From an optimization exercise on the open Yosys and OpenROAD flow, aimed at small area, a short achievable clock period and few clock cycles per item; shortcuts taken in it are not production practice.
RTL that was checked went through simulation tests only; none was proved equivalent to the original.
Power figures rest on the tool's default switching activity, not on a simulated workload.

==> inputs of run a <==
## guide_offtarget_hamming_scan_unit
module guide_offtarget_hamming_scan_unit
#(
    parameter int HIT_MM_MAX  = 4,
    parameter int COUNT_WIDTH = 16
) (
    input  logic                 i_clk,
    input  logic                 i_rst_n,
    input  logic                 push,
    output logic                 full,
    input  logic [WORD_W-1:0]    i_entry_word,
    input  logic                 i_last_entry,
    output logic                 empty,
    input  logic                 pop,
    output logic                 o_kind,
    output logic [ID_W-1:0]      o_entry_id,
    output logic [MM_W-1:0]      o_mismatches,
    output logic [ID_W-1:0]      o_bin_count,
    output logic                 o_list_complete,
    output logic                 o_last,
    input  logic                 i_cfg_valid,
    output logic                 o_cfg_ready,
    input  logic [CFG_IDX_W-1:0] i_cfg_index,
    input  logic [WORD_W-1:0]    i_cfg_data
);
export LEC_CHECK = 0
export ABC_AREA = 1
export CAP_MARGIN = 20
export CORE_MARGIN = 2
export CORE_UTILIZATION = 30
export SETUP_SLACK_MARGIN = 3.95
export SLEW_MARGIN = 20
create_clock -name core_clock -period 6.0 [get_ports {i_clk}]
standard.sh (not shown) runs the stock make flow with config.mk's settings and CLKGATE_MAP_FILE= SYNTH_SCRIPT=/design/flow/synth_recipe.tcl, a recipe that flattens the netlist after the stock synthesis.
==> flow/flow/run.sh <==
#!/bin/bash
# The standard layout (standard.sh, unchanged synthesis and steps); the only
# difference is that the port buffers are built from buf_1 cells instead of the
# resizer's default pick, clkdlybuf4s50_1. Every port still gets its buffer and
# repair_timing still resizes them where timing needs it.
set -uo pipefail
bash standard.sh BUFFER_PORTS_ARGS="-buffer_cell sky130_fd_sc_hd__buf_1" finish > standard.log 2>&1
rc=$?
# per-step tool logs of the run, kept with the grade
cp -r orfs/logs/sky130hd/guide_offtarget_hamming_scan_unit/base tool_logs 2>/dev/null
exit $rc
==> run b (differences from run a) <==
--- a/flow/design.v
+++ b/flow/design.v
@@ -58,47 +58,65 @@
     input  logic                 i_cfg_valid,
     output logic                 o_cfg_ready,
     input  logic [CFG_IDX_W-1:0] i_cfg_index,
     input  logic [WORD_W-1:0]    i_cfg_data
 );
     localparam int CW    = COUNT_WIDTH;
     localparam int NB    = HIT_MM_MAX + 1;    
-    localparam int DEPTH = 4;                 
+    localparam int DEPTH = 3;                 
     logic [WORD_W-1:0] r_query;
     logic [LEN_W-1:0]  r_len;
     logic [LIST_W-1:0] r_limit;
     logic [61:0]       r_rc;         
     logic              r_rdy;        
     logic [LEN_W-1:0]  r_k;          
     logic              r_qf;         
+    logic [3:0]        r_lp0;        
+    logic [7:0]        r_lp1;        
+    logic              r_step;       
+    logic              w_step_nx;
     logic [1:0]        w_qpair;
     logic w_wr_q, w_wr_len, w_wr_lim, w_rebuild, w_rc_step;
     assign w_wr_q    = i_cfg_valid && r_rdy && (i_cfg_index == 2'd0);
     assign w_wr_len  = i_cfg_valid && r_rdy && (i_cfg_index == 2'd1);
     assign w_wr_lim  = i_cfg_valid && r_rdy && (i_cfg_index == 2'd2);
     assign w_rebuild = w_wr_q || w_wr_len;
-    assign w_rc_step = !r_rdy && (r_k != r_len);
+    assign w_rc_step = r_step;
     assign o_cfg_ready = r_rdy;
     always_ff @(posedge i_clk) begin
         if (!i_rst_n) begin
             r_query <= '0;
             r_len   <= LEN_W'(20);
             r_limit <= LIST_W'(2000);
+            r_lp0   <= 4'b0001;
+            r_lp1   <= 8'b0010_0000;
         end else begin
+            if (w_wr_len) begin
+                r_lp0 <= 4'b0001 << i_cfg_data[1:0];
+                r_lp1 <= 8'b0000_0001 << i_cfg_data[4:2];
+            end
             if (w_wr_q)   r_query <= i_cfg_data;
             if (w_wr_len) r_len   <= i_cfg_data[LEN_W-1:0];
             if (w_wr_lim) r_limit <= i_cfg_data[LIST_W-1:0];
         end
     end
+    always_comb begin
+        if (!i_rst_n)       w_step_nx = 1'b1;                         
+        else if (w_wr_len)  w_step_nx = (i_cfg_data[LEN_W-1:0] != '0);
+        else if (w_wr_q)    w_step_nx = (r_len != '0);
+        else if (r_step)    w_step_nx = (r_k + LEN_W'(1) != r_len);
+        else                w_step_nx = 1'b0;
+    end
     always_ff @(posedge i_clk) begin
+        r_step <= w_step_nx;
         if (!i_rst_n || w_rebuild) begin
             r_rdy <= 1'b0;
             r_k   <= '0;
         end else if (!r_rdy) begin
-            if (r_k == r_len) begin
+            if (!r_step) begin
                 r_rdy <= 1'b1;
             end else begin
                 r_k <= r_k + LEN_W'(1);
             end
         end
     end
     assign w_qpair = {1'b0, r_query} >> {r_k, 1'b0};
@@ -113,15 +131,15 @@
     logic [31:0] w_flag;      
     logic [30:0] w_low;       
     logic [62:0] w_dq;
     logic [61:0] w_dr;
     logic        w_opp;
     logic [31:0] w_mm;
     always_comb begin
-        for (int p = 0; p < 32; p++) w_flag[p] = (r_len == LEN_W'(p));
+        for (int p = 0; p < 32; p++) w_flag[p] = r_lp0[p % 4] & r_lp1[p / 4];
         for (int p = 0; p < 31; p++) w_low[p]  = (r_len >  LEN_W'(p));
         w_dq  = r_query ^ i_entry_word;
         w_dr  = r_rc ^ i_entry_word[61:0];
         w_opp = 1'b0;
         for (int p = 0; p < 32; p++) w_opp = w_opp | (w_flag[p] & i_entry_word[2*p]);
         w_opp = w_opp ^ r_qf;
         for (int p = 0; p < 31; p++) begin
@@ -170,71 +188,62 @@
         end
         for (int g = 0; g < 4; g++) w_t8[g]  = th_merge(w_t4[2*g], w_t4[2*g+1]);
         for (int g = 0; g < 2; g++) w_t16[g] = th_merge(w_t8[2*g], w_t8[2*g+1]);
         w_t32   = th_merge(w_t16[0], w_t16[1]);
         w_c_hit = !w_t32[4];
         w_c_bin = {w_t32[3], w_t32[1] & !w_t32[3], (w_t32[0] & !w_t32[1]) | (w_t32[2] & !w_t32[3])};
     end
-    logic       r_v2, r_c_hit, r_c_last;
-    logic [2:0] r_c_bin;
-    always_ff @(posedge i_clk) begin
-        r_c_hit  <= w_c_hit;
-        r_c_bin  <= w_c_bin;
-        r_c_last <= r_last1;
-    end
     logic [DEPTH-1:0] r_q_hit;
     logic [2:0]       r_q_bin [DEPTH];
     logic [DEPTH-1:0] r_q_last;
-    logic [2:0]       r_q_cnt;
+    logic [1:0]       r_q_cnt;
     logic             w_rd;
     logic [2:0]       w_head_bin_nx;
     logic [DEPTH-1:0] w_at0, w_at1;
-    logic [2:0]       w_cnt0, w_cnt1;
+    logic [1:0]       w_cnt0, w_cnt1;
     logic             w_full0, w_full1;
     always_comb begin
         for (int i = 0; i < DEPTH; i++) begin
-            w_at0[i] = r_v2 && (r_q_cnt == 3'(i));
-            w_at1[i] = r_v2 && (r_q_cnt == 3'(i+1));
+            w_at0[i] = r_v1 && (r_q_cnt == 2'(i));
+            w_at1[i] = r_v1 && (r_q_cnt == 2'(i+1));
         end
-        w_cnt0  = r_q_cnt + 3'(r_v2);
-        w_cnt1  = r_q_cnt + 3'(r_v2) - 3'd1;
-        w_full0 = ({1'b0, w_cnt0} + 4'(r_v1) + 4'(w_acc)) >= 4'(DEPTH);
-        w_full1 = ({1'b0, w_cnt1} + 4'(r_v1) + 4'(w_acc)) >= 4'(DEPTH);
+        w_cnt0  = r_q_cnt + 2'(r_v1);
+        w_cnt1  = r_q_cnt + 2'(r_v1) - 2'd1;
+        w_full0 = ({1'b0, w_cnt0} + 3'(w_acc)) >= 3'(DEPTH);
+        w_full1 = ({1'b0, w_cnt1} + 3'(w_acc)) >= 3'(DEPTH);
     end
-    assign w_head_bin_nx = w_rd ? (w_at1[0] ? r_c_bin : r_q_bin[1]) : (w_at0[0] ? r_c_bin : r_q_bin[0]);
+    assign w_head_bin_nx = w_rd ? (w_at1[0] ? w_c_bin : r_q_bin[1]) : (w_at0[0] ? w_c_bin : r_q_bin[0]);
     always_ff @(posedge i_clk) begin
         for (int i = 0; i < DEPTH; i++) begin
             if (w_rd) begin
                 if (w_at1[i]) begin
-                    r_q_hit[i]  <= r_c_hit;
-                    r_q_bin[i]  <= r_c_bin;
-                    r_q_last[i] <= r_c_last;
+                    r_q_hit[i]  <= w_c_hit;
+                    r_q_bin[i]  <= w_c_bin;
+                    r_q_last[i] <= r_last1;
                 end else if (i < DEPTH-1) begin
                     r_q_hit[i]  <= r_q_hit[i+1];
                     r_q_bin[i]  <= r_q_bin[i+1];
                     r_q_last[i] <= r_q_last[i+1];
                 end
             end else if (w_at0[i]) begin
-                r_q_hit[i]  <= r_c_hit;
-                r_q_bin[i]  <= r_c_bin;
-                r_q_last[i] <= r_c_last;
+                r_q_hit[i]  <= w_c_hit;
+                r_q_bin[i]  <= w_c_bin;
+                r_q_last[i] <= r_last1;
             end
         end
     end
     always_ff @(posedge i_clk) begin
         if (!i_rst_n) begin
             r_v1    <= 1'b0;
-            r_v2    <= 1'b0;
             r_q_cnt <= '0;
             r_full  <= 1'b1;
         end else begin
             r_v1    <= w_acc;
-            r_v2    <= r_v1;
             r_q_cnt <= w_rd ? w_cnt1 : w_cnt0;
-            r_full  <= w_rebuild || (!r_rdy && w_rc_step) || (w_rd ? w_full1 : w_full0);
+            r_full  <= w_rebuild || w_step_nx || r_step || (w_rd ? w_full1 : w_full0);
         end
     end
     function automatic logic [4:0] oh5(input logic [2:0] b);
         oh5 = 5'b00001 << b;
     endfunction
     logic          r_dump;
     logic          r_complete;
CORE_UTILIZATION = 45   (was 30)
SETUP_SLACK_MARGIN = 3.75   (was 3.95)
==> summary of the runs <==
Register-to-register slack: run b is worse than run a (0.23 ns).
In run a the synthesized area is higher than in run b, by 4.5%.
Of run b and run a, run a has the higher final cell count (gap 16%, measured against run a).
Sequential share of layout area: run a is lower than run b (3.7 points).
==> figures <==
|  | run a | run b |
|---|---|---|
| Chip Width | 266 um | 213 um |
| Outcome | timing/DRC/antenna clean | timing/DRC/antenna clean |
| Starting utilization of the core area | 0.301 | 0.457 |
| Peak fanout along the critical path | 6 | 11 |
| Min setup slack post-route | 3.65 ns | 3.33 ns |
| Clk network pwr share | 0.276 | 0.294 |
| DPL Wire Length | 45600 um | 39800 um |
| Worst R2R End | r_mm[22] | r_mm[8] |
| FF+latch count | 387 | 388 |
| Clk Latency, worst-skew pair | 0.59 ns | 0.58 ns |
Testbench counts of run a, summed over its fixed seeds: cycles 12,608, entries 12,477.
No functional check of the RTL was part of run b.

-- static timing again, ports no longer ideal --
The flow's constraints put no driver on any port. The routed layouts listed below were extracted and timed again, unchanged, in two steps. Step 1 sets driving cells, clkbuf_16 on the clock port and buf_2 on the other inputs (assumed; they add their load-dependent delay and slew). Step 2 times the ports against the registers' clock, not the clock port: input delays grow and output delays shrink by t, the midpoint of the rising clock arrivals with the driver on. Slacks: ideal / step 1 / step 2; pairs: ideal / step 1.
| run | t, ns | setup slack, ns | worst setup path at the end | latest minus earliest clock arrival (ns) |
|---|---|---|---|---|
| run a | 0.644 | 3.649 / 3.635 / 3.022 | input to register | 0.024 / 0.024 |
| run b | 0.621 | 3.332 / 3.341 / 2.720 | input to register | 0.022 / 0.021 |
After both steps every run listed still meets setup and hold. The setup slack of run a, which loses most, moves by -0.014 ns with the drivers and by -0.627 ns with both steps.
